What follows belongs to an exercise in optimizing a design on an open flow for small area, a short achievable clock period and few clock cycles per item; a production flow would make more cautious choices.
RTL that was checked went through simulation tests only; none was proved equivalent to the original.

==> zinc: inputs <==
==> flow/design.v <==
package kit_pkg;
  localparam int CAPACITY = 64;
  localparam int IDX_W    = (CAPACITY > 1) ? $clog2(CAPACITY) : 1;
  localparam int CNT_W    = $clog2(CAPACITY + 1);
  localparam logic [1:0] CMD_INSERT   = 2'd0;
  localparam logic [1:0] CMD_REMOVE   = 2'd1;
  localparam logic [1:0] CMD_LOOKUP   = 2'd2;
  localparam logic [1:0] CMD_CHEAPEST = 2'd3;
  localparam logic [2:0] ST_OK       = 3'd0;
  localparam logic [2:0] ST_FULL     = 3'd1;
  localparam logic [2:0] ST_DUP      = 3'd2;
  localparam logic [2:0] ST_EMPTY    = 3'd3;
  localparam logic [2:0] ST_NOTFOUND = 3'd4;
  localparam logic [2:0] ST_INSTOCK  = 3'd5;
endpackage
module keyed_item_table (
  input  logic        clk,
  input  logic        rst,
  input  logic        req_valid,
  output logic        req_ready,
  input  logic [1:0]  req_command,
  input  logic [31:0] req_item_key,
  input  logic [15:0] req_item_quantity,
  input  logic [31:0] req_item_price,
  output logic        rsp_valid,
  input  logic        rsp_ready,
  output logic [2:0]  rsp_status,
  output logic [31:0] rsp_found_key,
  output logic [15:0] rsp_found_quantity,
  output logic [31:0] rsp_found_price,
  output logic [6:0]  rsp_entry_count
);
  localparam int N = kit_pkg::CAPACITY;
  logic [31:0]  s_key   [N];
  logic [15:0]  s_qty   [N];
  logic [31:0]  s_price [N];
  logic [N-1:0] valid;
  logic [6:0]   fill;
  logic         v0;
  logic [1:0]   cmd0;
  logic [31:0]  key0;
  logic [15:0]  qty0;
  logic [31:0]  price0;
  logic         v1;
  logic [1:0]   cmd1;
  logic [31:0]  key1;
  logic [15:0]  qty1;
  logic [31:0]  price1;
  logic [N-1:0] m1;              
  logic         rdy;
  logic         rv;
  logic [2:0]   r_st;
  logic [79:0]  r_found;
  logic [6:0]   r_cnt;
  logic         sv;
  logic [2:0]   s_st;
  logic [6:0]   s_cnt;
  logic         s_give;
  logic [5:0]   s_idx;
  logic         a_v, b_v;
  logic [5:0]   a_idx, b_idx;
  logic [31:0]  a_price, b_price;
  logic         scan;            
  logic         full_scan;       
  logic [5:0]   ptr;
  logic         sc_p;            
  logic         sc_v;            
  logic [5:0]   sc_idx;
  logic [31:0]  sc_price;
  logic [N-1:0] match;
  logic [N-1:0] match_in;
  logic [N-1:0] qzero;
  logic [N-1:0] below;           
  logic [N:0]   below_x;
  logic [5:0]   hidx;
  always_comb begin
    for (int i = 0; i < N; i++) begin
      match_in[i] = valid[i] && (s_key[i] == key0);
      qzero[i] = (s_qty[i] == 16'd0);
    end
    hidx = '0;
    for (int i = 0; i < N; i++) if (match[i]) hidx = hidx | 6'(i);
  end
  logic [N-1:0] pre [7];
  assign pre[0] = valid;
  for (genvar l = 0; l < 6; l++) begin : g_pre
    for (genvar i = 0; i < N; i++) begin : g_bit
      if ((i >> l) & 1) begin : g_and
        assign pre[l+1][i] = pre[l][i] & pre[l][((i >> l) << l) - 1];
      end else begin : g_pass
        assign pre[l+1][i] = pre[l][i];
      end
    end
  end
  assign below   = {pre[6][N-2:0], 1'b1};
  assign below_x = {1'b0, below};
  assign match   = m1;
  logic hit, hit_qz, full, empty, busy, a_ok;
  logic is_ins, is_rem, is_look, is_cheap;
  logic go, ins_ok, rem_ok, give;
  logic [2:0] st;
  logic [6:0] fill_next;
  assign hit      = |match;
  assign hit_qz   = |(match & qzero);
  assign full     = fill[6];
  assign empty    = (fill == 7'd0);
  assign busy     = scan || sc_p;
  assign a_ok     = a_v && !(busy && full_scan);
  assign is_ins   = (cmd1 == kit_pkg::CMD_INSERT);
  assign is_rem   = (cmd1 == kit_pkg::CMD_REMOVE);
  assign is_look  = (cmd1 == kit_pkg::CMD_LOOKUP);
  assign is_cheap = (cmd1 == kit_pkg::CMD_CHEAPEST);
  assign go       = v1 && !sv && !(is_cheap && !empty && !a_ok);
  assign ins_ok   = go && is_ins && !full && !hit;
  assign rem_ok   = go && is_rem && hit && hit_qz;
  assign give     = go && ((is_look && hit) || (is_cheap && a_v));
  always_comb begin
    st = kit_pkg::ST_OK;
    case (cmd1)
      kit_pkg::CMD_INSERT: begin
        if (full) st = kit_pkg::ST_FULL;
        else if (hit) st = kit_pkg::ST_DUP;
      end
      kit_pkg::CMD_REMOVE: begin
        if (empty) st = kit_pkg::ST_EMPTY;
        else if (!hit) st = kit_pkg::ST_NOTFOUND;
        else if (!hit_qz) st = kit_pkg::ST_INSTOCK;
      end
      kit_pkg::CMD_LOOKUP: begin
        if (!hit) st = kit_pkg::ST_NOTFOUND;
      end
      default: begin
        if (empty) st = kit_pkg::ST_EMPTY;
      end
    endcase
  end
  assign fill_next = ins_ok ? fill + 7'd1 : rem_ok ? fill - 7'd1 : fill;
  logic         look_go, cheap_go, step;
  logic [N-1:0] rd_sel;
  logic [79:0]  rd;
  assign look_go  = go && is_look;
  assign cheap_go = go && is_cheap && a_v;
  assign step     = scan && !sv && !(go && (is_look || is_cheap));
  always_comb begin
    for (int i = 0; i < N; i++)
      rd_sel[i] = (sv && s_give && s_idx == 6'(i)) || (look_go && match[i]) ||
                  (cheap_go && a_idx == 6'(i)) || (step && ptr == 6'(i));
    rd = '0;
    for (int i = 0; i < N; i++)
      rd = rd | ({s_key[i], s_qty[i], s_price[i]} & {80{rd_sel[i]}});
  end
  logic        x_ok, x_lt_a, x_lt_b;
  logic        rem_a, rem_b;
  logic        new_lt_a, new_lt_b;
  logic        moved;
  logic [6:0]  nxt, ptr_next;
  logic [5:0]  a_sh, b_sh, x_sh, p_sh;
  assign x_ok     = sc_p && sc_v && !(a_v && a_idx == sc_idx) && !(rem_ok && match[sc_idx]);
  assign x_lt_a   = !a_v || sc_price < a_price;
  assign x_lt_b   = !b_v || sc_price < b_price;
  assign rem_a    = rem_ok && a_v && match[a_idx];
  assign rem_b    = rem_ok && b_v && match[b_idx];
  assign new_lt_a = price1 < a_price;
  assign new_lt_b = !b_v || price1 < b_price;
  assign a_sh     = a_idx  + {5'd0, ins_ok && below[a_idx]};
  assign b_sh     = b_idx  + {5'd0, ins_ok && below[b_idx]};
  assign x_sh     = sc_idx + {5'd0, ins_ok && below[sc_idx]};
  assign p_sh     = ptr    + {5'd0, ins_ok && below[ptr]};
  assign nxt      = step ? {1'b0, ptr} - 7'd1 : {1'b0, ptr};
  assign moved    = ins_ok && (step ? below[ptr] : below_x[{1'b0, ptr} + 7'd1]);
  assign ptr_next = nxt + {6'd0, moved};
  always_ff @(posedge clk) begin
    if (ins_ok) begin
      s_key[0]   <= key1;
      s_qty[0]   <= qty1;
      s_price[0] <= price1;
      for (int i = 1; i < N; i++) begin
        if (below[i]) begin
          s_key[i]   <= s_key[i-1];
          s_qty[i]   <= s_qty[i-1];
          s_price[i] <= s_price[i-1];
        end
      end
    end
  end
  always_ff @(posedge clk) begin
    if (rst) begin
      valid <= '0;
      fill  <= '0;
    end else begin
      if (ins_ok) begin
        valid[0] <= 1'b1;
        for (int i = 1; i < N; i++) if (below[i]) valid[i] <= valid[i-1];
      end else if (rem_ok) begin
        valid <= valid & ~match;
      end
      fill <= fill_next;
    end
  end
  logic       take, mv;
  logic       v0_next, v1_next;
  logic [1:0] cmd1_next;
  logic       r_free, sv_next;
  logic       busy_next, full_next, a_v_next;
  logic         same;
  logic [N-1:0] m_corr;
  assign take      = req_valid && rdy;
  assign same      = (key0 == key1);
  always_comb begin
    for (int i = 0; i < N; i++) begin
      if (ins_ok) m_corr[i] = (i == 0) ? same : below[i] ? match_in[i-1] : match_in[i];
      else        m_corr[i] = match_in[i] && !(rem_ok && m1[i]);
    end
  end
  assign mv        = v0 && (!v1 || go);
  assign v0_next   = take || (v0 && !mv);
  assign v1_next   = mv || (v1 && !go);
  assign cmd1_next = mv ? cmd0 : cmd1;
  assign r_free    = !rv || rsp_ready;
  assign sv_next   = sv ? !r_free : (go && !r_free);
  assign req_ready = rdy;
  always_ff @(posedge clk) begin
    if (rst) begin
      v0  <= 1'b0;
      v1  <= 1'b0;
      rdy <= 1'b1;
    end else begin
      v0  <= v0_next;
      v1  <= v1_next;
      rdy <= !v0_next || !v1_next ||
             (!sv_next && !(cmd1_next == kit_pkg::CMD_CHEAPEST && busy_next && full_next));
    end
    if (take) begin
      cmd0   <= req_command;
      key0   <= req_item_key;
      qty0   <= req_item_quantity;
      price0 <= req_item_price;
    end
    if (mv) begin
      m1     <= m_corr;
      cmd1   <= cmd0;
      key1   <= key0;
      qty1   <= qty0;
      price1 <= price0;
    end
  end
  assign rsp_valid          = rv;
  assign rsp_status         = r_st;
  assign rsp_found_key      = r_found[79:48];
  assign rsp_found_quantity = r_found[47:32];
  assign rsp_found_price    = r_found[31:0];
  assign rsp_entry_count    = r_cnt;
  always_ff @(posedge clk) begin
    if (rst) begin
      rv <= 1'b0;
      sv <= 1'b0;
    end else begin
      if (r_free) begin
        if (sv) begin
          rv      <= 1'b1;
          r_st    <= s_st;
          r_cnt   <= s_cnt;
          r_found <= rd & {80{s_give}};
          sv      <= 1'b0;
        end else if (go) begin
          rv      <= 1'b1;
          r_st    <= st;
          r_cnt   <= fill_next;
          r_found <= rd & {80{give}};
        end else begin
          rv      <= 1'b0;
        end
      end else if (go) begin
        sv     <= 1'b1;
        s_st   <= st;
        s_cnt  <= fill_next;
        s_give <= give;
        s_idx  <= is_look ? hidx : a_idx;
      end
    end
  end
  logic scan_n, sc_p_n, full_scan_n;
  always_comb begin
    scan_n      = scan;
    sc_p_n      = sc_p;
    full_scan_n = full_scan;
    a_v_next    = a_v;
    if (ins_ok && empty) begin
      scan_n = 1'b0; sc_p_n = 1'b0; a_v_next = 1'b1;
    end else if (ins_ok && a_ok && new_lt_a) begin
      scan_n = 1'b0; sc_p_n = 1'b0;
    end else if (ins_ok && !busy) begin
    end else if (rem_ok && !busy && (rem_a || rem_b)) begin
      if (rem_a) a_v_next = b_v;
      scan_n = b_v; sc_p_n = 1'b0; full_scan_n = 1'b0;
    end else if (busy && (rem_a || (rem_b && full_scan))) begin
      a_v_next = 1'b0; scan_n = 1'b1; sc_p_n = 1'b0; full_scan_n = 1'b1;
    end else if (busy && rem_b) begin
      scan_n = 1'b1; sc_p_n = 1'b0;
    end else if (busy) begin
      sc_p_n = step;
      if (scan ? ptr_next[6] : !ins_ok) scan_n = 1'b0;
      else scan_n = 1'b1;
      if (x_ok && x_lt_a) a_v_next = 1'b1;
    end
  end
  assign busy_next = scan_n || sc_p_n;
  assign full_next = full_scan_n;
  always_ff @(posedge clk) begin
    if (rst) begin
      scan      <= 1'b0;
      sc_p      <= 1'b0;
      full_scan <= 1'b0;
      a_v       <= 1'b0;
      b_v       <= 1'b0;
    end else begin
      scan      <= scan_n;
      sc_p      <= sc_p_n;
      full_scan <= full_scan_n;
      a_v       <= a_v_next;
      if (ins_ok && empty) begin
        a_idx   <= 6'd0;
        a_price <= price1;
        b_v     <= 1'b0;
      end else if (ins_ok && a_ok && new_lt_a) begin
        a_idx   <= 6'd0;
        a_price <= price1;
        b_v     <= 1'b1;
        b_idx   <= a_sh;
        b_price <= a_price;
      end else if (ins_ok && !busy) begin
        a_idx <= a_sh;
        if (new_lt_b) begin
          b_v     <= 1'b1;
          b_idx   <= 6'd0;
          b_price <= price1;
        end else begin
          b_idx <= b_sh;
        end
      end else if (rem_ok && !busy && (rem_a || rem_b)) begin
        if (rem_a) begin
          a_idx   <= b_idx;
          a_price <= b_price;
        end
        b_v <= 1'b0;
        ptr <= 6'd63;
      end else if (busy && (rem_a || (rem_b && full_scan))) begin
        b_v <= 1'b0;
        ptr <= 6'd63;
      end else if (busy && rem_b) begin
        b_v <= 1'b0;
        ptr <= 6'd63;
      end else if (busy) begin
        ptr      <= scan ? ptr_next[5:0] : 6'd0;
        sc_v     <= valid[ptr] && !(rem_ok && match[ptr]);
        sc_idx   <= p_sh;
        sc_price <= rd[31:0];
        if (x_ok && x_lt_a) begin
          a_idx   <= x_sh;
          a_price <= sc_price;
          b_v     <= a_v;
          b_idx   <= a_sh;
          b_price <= a_price;
        end else if (x_ok && x_lt_b) begin
          a_idx   <= a_sh;
          b_v     <= 1'b1;
          b_idx   <= x_sh;
          b_price <= sc_price;
        end else begin
          a_idx <= a_sh;
          b_idx <= b_sh;
        end
      end else if (ins_ok) begin
        a_idx <= a_sh;
        b_idx <= b_sh;
      end
    end
  end
endmodule
==> flow/run.sh <==
#!/bin/bash
# synth_recipe.tcl (not shown) runs the flow's synth.tcl, then flattens the netlist and writes it again
# the make line also repeats each setting of config.mk as NAME=value (left out here)
make -C /OpenROAD-flow-scripts/flow DESIGN_CONFIG=/design/flow/config.mk WORK_HOME=/design/flow/orfs CLKGATE_MAP_FILE= SYNTH_SCRIPT=/design/flow/synth_recipe.tcl finish
==> flow/config.mk <==
export PLATFORM = sky130hd
export DESIGN_NAME = keyed_item_table
export DESIGN_NICKNAME = keyed_item_table
export VERILOG_FILES = /design/flow/design.v
export SDC_FILE = /design/flow/constraint.sdc
export NUM_CORES = 4
export LEC_CHECK = 0
export ABC_CLOCK_PERIOD_IN_PS = 3500
export CAP_MARGIN = 20
export CORE_MARGIN = 2
export CORE_UTILIZATION = 35
export SETUP_SLACK_MARGIN = 4.0
export SLEW_MARGIN = 20
==> flow/constraint.sdc <==
create_clock -name core_clock -period 8.0 [get_ports {clk}]
set_input_delay 1.6000 -clock core_clock [delete_from_list [all_inputs] [get_ports {clk}]]
set_output_delay 1.6000 -clock core_clock [all_outputs]
set_load 0.01 [all_outputs]
==> willow (differences from zinc) <==
--- a/flow/design.v
+++ b/flow/design.v
@@ -140,8 +140,5 @@
   logic [79:0]  rd;
-  assign look_go  = go && is_look;
-  assign cheap_go = go && is_cheap && a_v;
-  assign step     = scan && !sv && !(go && (is_look || is_cheap));
   always_comb begin
     for (int i = 0; i < N; i++)
-      rd_sel[i] = (sv && s_give && s_idx == 6'(i)) || (look_go && match[i]) ||
+      rd_sel[i] = (sv && s_idx == 6'(i)) || (look_go && match[i]) ||
                   (cheap_go && a_idx == 6'(i)) || (step && ptr == 6'(i));
@@ -203,3 +200,3 @@
   logic       r_free, sv_next;
-  logic       busy_next, full_next, a_v_next;
+  logic       busy_next, full_next, a_v_next, go_next;
   logic         same;
@@ -223,5 +220,8 @@
     if (rst) begin
-      v0  <= 1'b0;
-      v1  <= 1'b0;
-      rdy <= 1'b1;
+      v0       <= 1'b0;
+      v1       <= 1'b0;
+      rdy      <= 1'b1;
+      look_go  <= 1'b0;
+      cheap_go <= 1'b0;
+      step     <= 1'b0;
     end else begin
@@ -231,2 +231,6 @@
              (!sv_next && !(cmd1_next == kit_pkg::CMD_CHEAPEST && busy_next && full_next));
+      look_go  <= go_next && cmd1_next == kit_pkg::CMD_LOOKUP;
+      cheap_go <= go_next && cmd1_next == kit_pkg::CMD_CHEAPEST;
+      step     <= scan_n && !sv_next && !(go_next && (cmd1_next == kit_pkg::CMD_LOOKUP ||
+                                                      cmd1_next == kit_pkg::CMD_CHEAPEST));
     end
@@ -282,2 +286,4 @@
   logic scan_n, sc_p_n, full_scan_n;
+  logic redo_b;                  
+  logic redo_now;                
   always_comb begin
@@ -287,2 +293,3 @@
     a_v_next    = a_v;
+    redo_now    = 1'b0;
     if (ins_ok && empty) begin
@@ -295,2 +302,4 @@
       scan_n = b_v; sc_p_n = 1'b0; full_scan_n = 1'b0;
+    end else if (busy && rem_a && !full_scan) begin
+      a_v_next = b_v; scan_n = 1'b1; sc_p_n = 1'b0; full_scan_n = 1'b1;
     end else if (busy && (rem_a || (rem_b && full_scan))) begin
@@ -304,2 +313,5 @@
       if (x_ok && x_lt_a) a_v_next = 1'b1;
+      if (redo_b && !scan_n && !step) begin
+        redo_now = 1'b1; scan_n = 1'b1; full_scan_n = 1'b0;
+      end
     end
@@ -308,2 +320,5 @@
   assign full_next = full_scan_n;
+  assign go_next   = v1_next && !sv_next &&
+                     !(cmd1_next == kit_pkg::CMD_CHEAPEST && fill_next != 7'd0 &&
+                       !(a_v_next && !(busy_next && full_next)));
   always_ff @(posedge clk) begin
@@ -313,2 +328,3 @@
       full_scan <= 1'b0;
+      redo_b    <= 1'b0;
       a_v       <= 1'b0;
@@ -324,2 +340,3 @@
         b_v     <= 1'b0;
+        redo_b  <= 1'b0;
       end else if (ins_ok && a_ok && new_lt_a) begin
@@ -346,5 +363,12 @@
         ptr <= 6'd63;
+      end else if (busy && rem_a && !full_scan) begin
+        a_idx   <= b_idx;
+        a_price <= b_price;
+        b_v     <= 1'b0;
+        redo_b  <= 1'b1;
+        if (sc_p) ptr <= sc_idx;
       end else if (busy && (rem_a || (rem_b && full_scan))) begin
-        b_v <= 1'b0;
-        ptr <= 6'd63;
+        b_v    <= 1'b0;
+        ptr    <= 6'd63;
+        redo_b <= 1'b0;
       end else if (busy && rem_b) begin
@@ -372,2 +396,7 @@
         end
+        if (redo_now) begin
+          b_v    <= 1'b0;
+          ptr    <= 6'd63;
+          redo_b <= 1'b0;
+        end
       end else if (ins_ok) begin
- ABC_CLOCK_PERIOD_IN_PS: 3500 -> 5000
- CELL_PAD_IN_SITES_DETAIL_PLACEMENT: default -> 2
- CORE_UTILIZATION: 35 -> 18
- PLACE_DENSITY: default -> 0.3
- SETUP_SLACK_MARGIN: 4.0 -> default
==> raven (differences from zinc) <==
--- a/flow/design.v
+++ b/flow/design.v
@@ -38,7 +38,2 @@
   logic [6:0]   fill;
-  logic         v0;
-  logic [1:0]   cmd0;
-  logic [31:0]  key0;
-  logic [15:0]  qty0;
-  logic [31:0]  price0;
   logic         v1;
@@ -77,3 +72,3 @@
     for (int i = 0; i < N; i++) begin
-      match_in[i] = valid[i] && (s_key[i] == key0);
+      match_in[i] = valid[i] && (s_key[i] == req_item_key);
       qzero[i] = (s_qty[i] == 16'd0);
@@ -199,4 +194,4 @@
   end
-  logic       take, mv;
-  logic       v0_next, v1_next;
+  logic       take;
+  logic       v1_next;
   logic [1:0] cmd1_next;
@@ -207,3 +202,3 @@
   assign take      = req_valid && rdy;
-  assign same      = (key0 == key1);
+  assign same      = (req_item_key == key1);
   always_comb begin
@@ -214,6 +209,4 @@
   end
-  assign mv        = v0 && (!v1 || go);
-  assign v0_next   = take || (v0 && !mv);
-  assign v1_next   = mv || (v1 && !go);
-  assign cmd1_next = mv ? cmd0 : cmd1;
+  assign v1_next   = take || (v1 && !go);
+  assign cmd1_next = take ? req_command : cmd1;
   assign r_free    = !rv || rsp_ready;
@@ -223,3 +216,2 @@
     if (rst) begin
-      v0  <= 1'b0;
       v1  <= 1'b0;
@@ -227,19 +219,12 @@
     end else begin
-      v0  <= v0_next;
       v1  <= v1_next;
-      rdy <= !v0_next || !v1_next ||
-             (!sv_next && !(cmd1_next == kit_pkg::CMD_CHEAPEST && busy_next && full_next));
+      rdy <= !v1_next || (!sv_next && !(cmd1_next == kit_pkg::CMD_CHEAPEST &&
+                                        busy_next && full_next));
     end
     if (take) begin
-      cmd0   <= req_command;
-      key0   <= req_item_key;
-      qty0   <= req_item_quantity;
-      price0 <= req_item_price;
-    end
-    if (mv) begin
       m1     <= m_corr;
-      cmd1   <= cmd0;
-      key1   <= key0;
-      qty1   <= qty0;
-      price1 <= price0;
+      cmd1   <= req_command;
+      key1   <= req_item_key;
+      qty1   <= req_item_quantity;
+      price1 <= req_item_price;
     end
- ABC_CLOCK_PERIOD_IN_PS: 3500 -> 3000
- CORE_UTILIZATION: 35 -> 32
- SETUP_SLACK_MARGIN: 4.0 -> 4.5
==> comparison table <==
quantity	raven	zinc	willow
Outcome	aborted with a tool error	aborted with a tool error	finished with violations
Failing step	global routing (5_1_grt)	global routing (5_1_grt)	-
Reasons for failing layout checks	-	-	antenna rules, capacitance limit, slew limit
Yosys top cell area share	0.675	0.693	0.696
Clock buffer depth	4	4	5
Post-CTS Repair Setup Buffers	2288	1230	0
Cell Count Post-Placement	27.6k	25.3k	33.7k
Cell Area, Synth	244000 µm²	241000 µm²	240000 µm²
Adder-cell area share of the yosys netlist	0.00722	0.00731	0.00739
Width of the die	878 µm	834 µm	1160 µm
Post-DP Area	277000 µm²	266000 µm²	279000 µm²
Synthesized area per cell	14.8 µm²	15.3 µm²	15.5 µm²
Clock Sink Count	5574	5657	5661
Gpl congestion	1.24	1.23	1.07
Post-cts sizing count	5113	2555	0
Die Ht	878 µm	834 µm	1160 µm
Number of standard-cell rows in the floorplan	321	305	424
Post-Syn Nets	16.8k	16.0k	15.8k
Count of different cell masters after synthesis	93	89	85
Flip-flop and latch count after synthesis	5574	5657	5661
Half-perimeter wire length after detailed placement	1960000 µm	1620000 µm	1800000 µm
Synthesized instance count	16.6k	15.8k	15.5k
Number of buffers added by the clock tree synthesis step	642	644	725
Post-place setup slack	0.451 ns	2.15 ns	0.966 ns
Fraction of the yosys area taken by sequential cells	0.681	0.700	0.703
Testbench counts of willow, summed over its fixed seeds: cycles 4,917, requests 4,800.
Only the layout flow was run in zinc and raven; the RTL was not checked for function there.

## afterwards: timing with drivers on the ports
How much do the figures lean on ideal ports? The routed layout below was timed once more, with nothing changed but the port constraints.
Step 1 assumes that a clkbuf_16 drives the clock port and a buf_2 every other input.
Step 2 times the ports against the registers' clock, not the clock port: input delays grow and output delays shrink by t, the midpoint of the rising clock arrivals with the driver on.
a / b / c = no drivers / after step 1 / after step 2; a / b = the first two.
run: willow
t (ns): 1.358
setup slack, ns: 0.734 / 0.734 / 0.734
worst setup path at the end: register to register
The setup slack of willow moves by 0.000 ns with the drivers and by 0.000 ns with both steps.
